This design comes from an exercise in tuning for small area, a short achievable clock period and few clock cycles per item on the open sky130 flow, not from production work.
At most, simulation tests tie the RTL to the original design; equivalence was not proved.
Power is estimated from default activity; no workload was simulated.

## v5
Design moving_average_warmup, start of the top module:
module moving_average_warmup #(
  parameter int MAX_WINDOW  = 64,
  parameter int SAMPLE_BITS = 16
) (
  input  logic                         clk,
  input  logic                         rst_n,
  input  logic                         in_valid,
  output logic                         in_stall,
  input  logic [SAMPLE_BITS-1:0]       in_sample,
  input  logic                         in_series_start,
  output logic                         out_valid,
  input  logic                         out_stall,
  output logic [mavg_pkg::AVG_W-1:0]   out_average,
  input  logic                         cfg_wr_en,
  input  logic [mavg_pkg::WIN_W-1:0]   cfg_wr_data
);
  localparam int NST = 12;   
  logic en_r;           
  logic stall_r;        
  logic ov_r, sv_r;     
  logic [23:0] oq_r, sq_r;
  logic [5:0] em1_r;    
  logic [6:0] c_r;      
  logic       full_r;   
  logic       acc;
  logic       first_n, drop_n;
  logic [5:0] cm1_n;
  logic [5:0] em1_cfg;
  logic [6:0] c_inc;
  assign acc     = in_valid & en_r;
  assign first_n = in_series_start | (c_r == 7'd0);
  assign drop_n  = ~first_n & full_r;
  assign cm1_n   = in_series_start ? 6'd0 : (full_r ? em1_r : c_r[5:0]);
  assign em1_cfg = (cfg_wr_data == 7'd0) ? 6'd0 :
                   (cfg_wr_data > 7'd64) ? 6'd63 : 6'(cfg_wr_data - 7'd1);
  assign c_inc   = {1'b0, cm1_n} + 7'd1;
  always_ff @(posedge clk) begin
    if (!rst_n) begin
      em1_r  <= 6'd2;
      c_r    <= 7'd0;
      full_r <= 1'b0;
    end else if (cfg_wr_en) begin
      em1_r  <= em1_cfg;
      c_r    <= 7'd0;
      full_r <= 1'b0;
    end else if (acc) begin
      c_r    <= c_inc;
      full_r <= (cm1_n == em1_r);
    end
  end
  logic        v0;
  logic [15:0] x0;
  logic [15:0] sr [64];
  logic [15:0] old_n;
  logic [8:0]  osel;
  logic        oself;
  always_comb begin
    oself = v0 && (em1_r == 6'd0);
    for (int j = 0; j < 9; j++) begin
      osel[j] = v0 ? (j == int'(em1_r[2:0]) && em1_r != 6'd0)
                   : (j == int'(em1_r[2:0]) + 1);
    end
    old_n = {16{oself}} & x0;
    for (int j = 0; j < 9; j++) old_n = old_n | ({16{osel[j]}} & sr[55 + j]);
  end
  logic                   first0;
  ...
For scale: about 3200 cells after synthesis, roughly 1600 flip-flops, ~55 I/O pins, about 60000 um2 of cells after synthesis.
export LEC_CHECK = 0
export ABC_CLOCK_PERIOD_IN_PS = 1500
export CAP_MARGIN = 20
export CORE_MARGIN = 2
export CORE_UTILIZATION = 35
export CTS_CLUSTER_DIAMETER = 60
export CTS_CLUSTER_SIZE = 30
export SETUP_SLACK_MARGIN = 3.6
export SLEW_MARGIN = 20
export TNS_END_PERCENT = 5
create_clock -name core_clock -period 6.0 [get_ports {clk}]
standard.sh (not shown) runs the stock make flow with config.mk's settings and CLKGATE_MAP_FILE= SYNTH_SCRIPT=/design/flow/synth_recipe.tcl, a recipe that flattens the netlist after the stock synthesis.
==> flow/flow/run.sh <==
#!/bin/bash
# Own flow: the standard layout (standard.sh), with one change to its
# synthesis: the final technology mapping uses Yosys's default liberty ABC
# script with the delay target from ABC_CLOCK_PERIOD_IN_PS instead of the
# ORFS speed script, and full adders are not extracted first. Registers,
# flattening and renaming are those of the standard synthesis
# (synth_recipe.tcl is sourced unchanged).
set -euo pipefail
W=$PWD
cat > "$W/own_synth.tcl" <<EOS
proc extract_fa {args} { puts "own flow: extract_fa skipped" }
proc abc {args} {
  set i [lsearch -exact \$args -script]
  if {\$i >= 0} { set args [lreplace \$args \$i [expr {\$i + 1}]] }
  puts "own flow: abc \$args"
  yosys abc {*}\$args
}
source $W/synth_recipe.tcl
EOS
sed "s#SYNTH_SCRIPT=[^ ]*#SYNTH_SCRIPT=$W/own_synth.tcl#" standard.sh > own_standard.sh
grep -q "SYNTH_SCRIPT=$W/own_synth.tcl" own_standard.sh
bash own_standard.sh > "$W/own_flow.log" 2>&1
test -s out/final.def
v5 | stages: all done | timing, DRC, antenna: all pass
Testbench counts of v5, summed over its fixed seeds: cycles 3,360, items 3,200.
Inputs modified between v5 and v28:
Settings: SYNTH_MINIMUM_KEEP_SIZE now 0, previously not set; SYNTH_HIERARCHICAL now 1, previously not set; ABC_CLOCK_PERIOD_IN_PS no longer set, was 1500.
==> flow/run.sh (new file) <==
#!/bin/bash
# synth_recipe.tcl (not shown) runs the flow's synth.tcl, then flattens the netlist and writes it again
# the make line also repeats each setting of config.mk as NAME=value (left out here)
make -C /OpenROAD-flow-scripts/flow DESIGN_CONFIG=/design/flow/config.mk WORK_HOME=/design/flow/orfs CLKGATE_MAP_FILE= SYNTH_SCRIPT=/design/flow/synth_recipe.tcl finish
removed: flow/flow/run.sh
removed: flow/standard.sh
Findings:
As of v28, synthesized cell count had risen by more than 10% compared to v5. Measured against v5, the placer congestion estimate of v28 comes out at 1.10 times the reference value. Synthesized area went up by a little under 10% going from v5 to v28. Measured against each other, v5 and v28 differ in well-tap cell count, the lower figure coming from v5. Going from v5 to v28, number of placed instances with taps included has increased; detailed-router iteration count before antenna repair went down; share of total power in the clock network moved down; post-route worst setup slack saw an increase. Higher total of fill cells in the finished design was reported by v28, not v5.

---

== job 6204 ==
moving_average_warmup, a different RTL version from the one above (not shown whole).
For scale: ~55 I/O pins.
==> flow/config.mk <==
export PLATFORM = sky130hd
export DESIGN_NAME = moving_average_warmup
export DESIGN_NICKNAME = moving_average_warmup
export VERILOG_FILES = /design/flow/design.v
export SDC_FILE = /design/flow/constraint.sdc
export NUM_CORES = 4
export LEC_CHECK = 0
export CAP_MARGIN = 20
export CORE_MARGIN = 2
export CORE_UTILIZATION = 35
export SETUP_SLACK_MARGIN = 3.0
export SLEW_MARGIN = 20
export SYNTH_HIERARCHICAL = 1
export SYNTH_MINIMUM_KEEP_SIZE = 0
==> flow/constraint.sdc <==
create_clock -name core_clock -period 6.0 [get_ports {clk}]
set_input_delay 1.2000 -clock core_clock [delete_from_list [all_inputs] [get_ports {clk}]]
set_output_delay 1.2000 -clock core_clock [all_outputs]
set_load 0.01 [all_outputs]
run.sh (not shown) runs the stock make flow with config.mk's settings and CLKGATE_MAP_FILE= SYNTH_SCRIPT=/design/flow/synth_recipe.tcl, a recipe that flattens the netlist after the stock synthesis.
Stock flow here: none of the scripts above is used.
#### Input delta (job 1288 over job 6204)
diff --git a/flow/config.mk b/flow/config.mk
--- a/flow/config.mk
+++ b/flow/config.mk
@@ -11 +11 @@
-export SETUP_SLACK_MARGIN = 3.0
+export SETUP_SLACK_MARGIN = 3.6
@@ -14,0 +15 @@
+export TNS_END_PERCENT = 5
## What came out
- Detailed-route wire length, job 1288 vs job 6204: up by a few percent
- Final cell count, job 1288 and job 6204: larger value in job 1288
- Total power: job 1288 above job 6204
- The worst setup path startpoint comes out rsel0[3] in one run and rsel0[1] in the other, namely in job 6204 and job 1288 respectively.
- Diff job 1288..job 6204 | number of antenna violations at the first check in global routing | negligible
- Summary of job 1288 over job 6204: final area has increased; headroom to the max-slew limit fell 2.5 points; maximum frequency rose by about 4.3%.
Edits applied to the flow inputs when going from job 1288 to job 4663:
diff --git a/flow/config.mk b/flow/config.mk
--- a/flow/config.mk
+++ b/flow/config.mk
@@ -10,0 +11,2 @@
+export CTS_CLUSTER_DIAMETER = 60
+export CTS_CLUSTER_SIZE = 30
Findings:
In the flow results for job 4663 and job 1288, the area of combinational cells with multiple inputs is smaller on job 4663. From job 1288 to job 4663 the numbers moved as follows: power saw a decrease, aggregate global-route resource usage shows a reduction of 0.26 points, power consumed by the clock network fell by 24%, worst setup slack went down 0.062 ns, signed area change from the synthesized netlist to the final layout went down by 3.3 points. The largest incremental delay on the critical path number comes out higher for job 1288 vs job 4663. Summary of job 4663 over job 1288: clock network fraction of design power went down by 6.0 points; overall via count from detail_route decreased by 1.9% relative to the old numbers; total wire length after detailed routing lower.
Function was not checked in any run of this note: the RTL went through the layout flow alone.

---

== main ==
The RTL this note starts from:
==> flow/design.v <==
package mavg_pkg;
  localparam int WIN_W  = 7;
  localparam int CNT_W  = 7;
  localparam int FRAC_W = 8;
  localparam int AVG_W  = 24;
  localparam logic [WIN_W-1:0] WIN_RESET = WIN_W'(3);
  typedef enum logic [1:0] {
    ST_IDLE,
    ST_DIV,
    ST_DONE
  } state_t;
endpackage
module moving_average_warmup #(
  parameter int MAX_WINDOW  = 64,
  parameter int SAMPLE_BITS = 16
) (
  input  logic                         clk,
  input  logic                         rst_n,
  input  logic                         in_valid,
  output logic                         in_stall,
  input  logic [SAMPLE_BITS-1:0]       in_sample,
  input  logic                         in_series_start,
  output logic                         out_valid,
  input  logic                         out_stall,
  output logic [mavg_pkg::AVG_W-1:0]   out_average,
  input  logic                         cfg_wr_en,
  input  logic [mavg_pkg::WIN_W-1:0]   cfg_wr_data
);
  localparam int ROWS = 2;             
  localparam int NST  = 24 / ROWS;     
  logic en_r;           
  logic stall_r;        
  logic ov_r, sv_r;     
  logic [23:0] oq_r, sq_r;
  logic [5:0] em1_r;    
  logic [6:0] c_r;      
  logic       acc;
  logic       c_full;
  logic       first_n, drop_n;
  logic [5:0] cm1_n;
  logic [5:0] em1_cfg;
  assign acc     = in_valid & en_r;
  assign c_full  = (c_r == ({1'b0, em1_r} + 7'd1));
  assign first_n = in_series_start | (c_r == 7'd0);
  assign drop_n  = ~first_n & c_full;
  assign cm1_n   = in_series_start ? 6'd0 : (c_full ? em1_r : c_r[5:0]);
  assign em1_cfg = (cfg_wr_data == 7'd0) ? 6'd0 :
                   (cfg_wr_data > 7'd64) ? 6'd63 : 6'(cfg_wr_data - 7'd1);
  always_ff @(posedge clk) begin
    if (!rst_n) begin
      em1_r <= 6'd2;
      c_r   <= 7'd0;
    end else if (cfg_wr_en) begin
      em1_r <= em1_cfg;
      c_r   <= 7'd0;
    end else if (acc) begin
      c_r   <= {1'b0, cm1_n} + 7'd1;
    end
  end
  logic                   v0;
  logic [15:0]            x0;
  logic                   first0, drop0;
  logic [5:0]             cm1_0, em1_0;
  always_ff @(posedge clk) begin
    if (!rst_n) v0 <= 1'b0;
    else if (en_r) v0 <= in_valid;
  end
  always_ff @(posedge clk) begin
    if (en_r) begin
      x0     <= in_sample;
      first0 <= first_n;
      drop0  <= drop_n;
      cm1_0  <= cm1_n;
      em1_0  <= em1_r;
    end
  end
  logic [15:0] sr [64];
  logic [15:0] old;
  logic        v1, first1;
  logic [16:0] d1;
  logic [5:0]  cm1_1;
  assign old = sr[{3'd7, em1_0[2:0]}];
  always_ff @(posedge clk) begin
    if (en_r && v0) begin
      for (int k = 0; k < 64; k++) begin
        if (k == 0) begin
          sr[k] <= x0;
        end else if (k % 8 == 0) begin
          sr[k] <= (em1_0[5:3] == 3'(7 - k / 8)) ? x0 : sr[k-1];
        end else begin
          sr[k] <= sr[k-1];
        end
      end
    end
  end
  always_ff @(posedge clk) begin
    if (!rst_n) v1 <= 1'b0;
    else if (en_r) v1 <= v0;
  end
  always_ff @(posedge clk) begin
    if (en_r) begin
      d1     <= {1'b0, x0} - (drop0 ? {1'b0, old} : 17'd0);
      first1 <= first0;
      cm1_1  <= cm1_0;
    end
  end
  logic        vs;
  logic [21:0] s_r;
  logic [5:0]  cm1_s;
  always_ff @(posedge clk) begin
    if (!rst_n) vs <= 1'b0;
    else if (en_r) vs <= v1;
  end
  always_ff @(posedge clk) begin
    if (en_r) begin
      cm1_s <= cm1_1;
      if (v1) s_r <= (first1 ? 22'd0 : s_r) + {{5{d1[16]}}, d1};
    end
  end
  logic        dv   [NST+1];
  logic [5:0]  drem [NST+1];
  logic [23:0] dw   [NST+1];
  logic [5:0]  dcm1 [NST+1];
  assign dv[0]   = vs;
  assign drem[0] = s_r[21:16];
  assign dw[0]   = {s_r[15:0], 8'd0};
  assign dcm1[0] = cm1_s;
  for (genvar j = 0; j < NST; j++) begin : g_div
    logic [5:0]  rem_c [ROWS+1];
    logic [23:0] w_c   [ROWS+1];
    assign rem_c[0] = drem[j];
    assign w_c[0]   = dw[j];
    for (genvar r = 0; r < ROWS; r++) begin : g_row
      logic [6:0] t;
      logic [7:0] diff;
      assign t    = {rem_c[r], w_c[r][23]};
      assign diff = {1'b0, t} + {2'b01, ~dcm1[j]};
      assign rem_c[r+1] = diff[7] ? diff[5:0] : t[5:0];
      assign w_c[r+1]   = {w_c[r][22:0], diff[7]};
    end
    if (j < NST - 1) begin : g_reg
      logic        v_q;
      logic [5:0]  rem_q, cm1_q;
      logic [23:0] w_q;
      always_ff @(posedge clk) begin
        if (!rst_n) v_q <= 1'b0;
        else if (en_r) v_q <= dv[j];
      end
      always_ff @(posedge clk) begin
        if (en_r) begin
          rem_q <= rem_c[ROWS];
          w_q   <= w_c[ROWS];
          cm1_q <= dcm1[j];
        end
      end
      assign dv[j+1]   = v_q;
      assign drem[j+1] = rem_q;
      assign dw[j+1]   = w_q;
      assign dcm1[j+1] = cm1_q;
    end else begin : g_last
      assign dv[j+1]   = dv[j];
      assign drem[j+1] = rem_c[ROWS];
      assign dw[j+1]   = w_c[ROWS];
      assign dcm1[j+1] = dcm1[j];
    end
  end
  logic push, take, ov_n, sv_n;
  assign push = en_r & dv[NST];
  assign take = ~ov_r | ~out_stall;
  assign ov_n = take ? (sv_r | push) : 1'b1;
  assign sv_n = take ? (sv_r & push) : (sv_r | push);
  always_ff @(posedge clk) begin
    if (!rst_n) begin
      ov_r    <= 1'b0;
      sv_r    <= 1'b0;
      en_r    <= 1'b1;
      stall_r <= 1'b0;
    end else begin
      ov_r    <= ov_n;
      sv_r    <= sv_n;
      en_r    <= ~(ov_n & sv_n);
      stall_r <= ov_n & sv_n;
    end
  end
  always_ff @(posedge clk) begin
    if (take) oq_r <= sv_r ? sq_r : dw[NST];
    if (en_r && (sv_r ? take : 1'b1)) sq_r <= dw[NST];
  end
  assign in_stall    = stall_r;
  assign out_valid   = ov_r;
  assign out_average = oq_r;
endmodule
clock: 6.0 ns
lec_check: 0
abc_clock_period_in_ps: 2800
cap_margin: 20
core_margin: 2
core_utilization: 35
setup_slack_margin: 3.0
slew_margin: 20
Here is what was changed in the inputs of the feature branch compared with main.
- SETUP_SLACK_MARGIN no longer set, was 3.0
Notes after the runs:
The feature branch reached the end of the flow, and the finished layout is clean on the timing, design-rule and antenna checks. The lower fraction of final layout cells sized beyond drive strength 1 came out of the feature branch. Count of placed standard cells including taps: main vs the feature branch, no meaningful difference. The feature branch vs main: internal cell power down.
No functional check of the RTL was part of any run of this note.

[port drivers added, routing unchanged]
No port has a modelled driver above. Below, the same layouts with a new extraction and two added sets of constraints. Step 1 sets driving cells, clkbuf_16 on the clock port and buf_2 on the other inputs (assumed; they add their load-dependent delay and slew). Step 2 moves the port delays by t, midway between the first and last clock arrival at a register: inputs arrive t later, outputs are due t later. That takes back most of the time a late clock gives input paths. Slacks: ideal / step 1 / step 2; pairs: ideal / step 1.
run	t, ns	setup slack, ns	worst hold slack (ns)
v5	0.797	2.957 / 2.957 / 2.624	0.401 / 0.401 / 0.401
v28	0.822	3.460 / 3.451 / 2.896	0.382 / 0.382 / 0.382
job 6204	0.847	3.029 / 3.029 / 2.713	0.385 / 0.385 / 0.385
job 1288	0.855	3.152 / 3.152 / 2.709	0.394 / 0.394 / 0.394
job 4663	0.808	3.091 / 3.091 / 2.734	0.406 / 0.406 / 0.406
main	0.828	2.158 / 2.158 / 2.158	0.403 / 0.403 / 0.403
the feature branch	0.829	1.320 / 1.320 / 1.320	0.400 / 0.400 / 0.400
After both steps every run listed still meets setup and hold. The setup slack of v28, which loses most, moves by -0.009 ns with the drivers and by -0.564 ns with both steps.
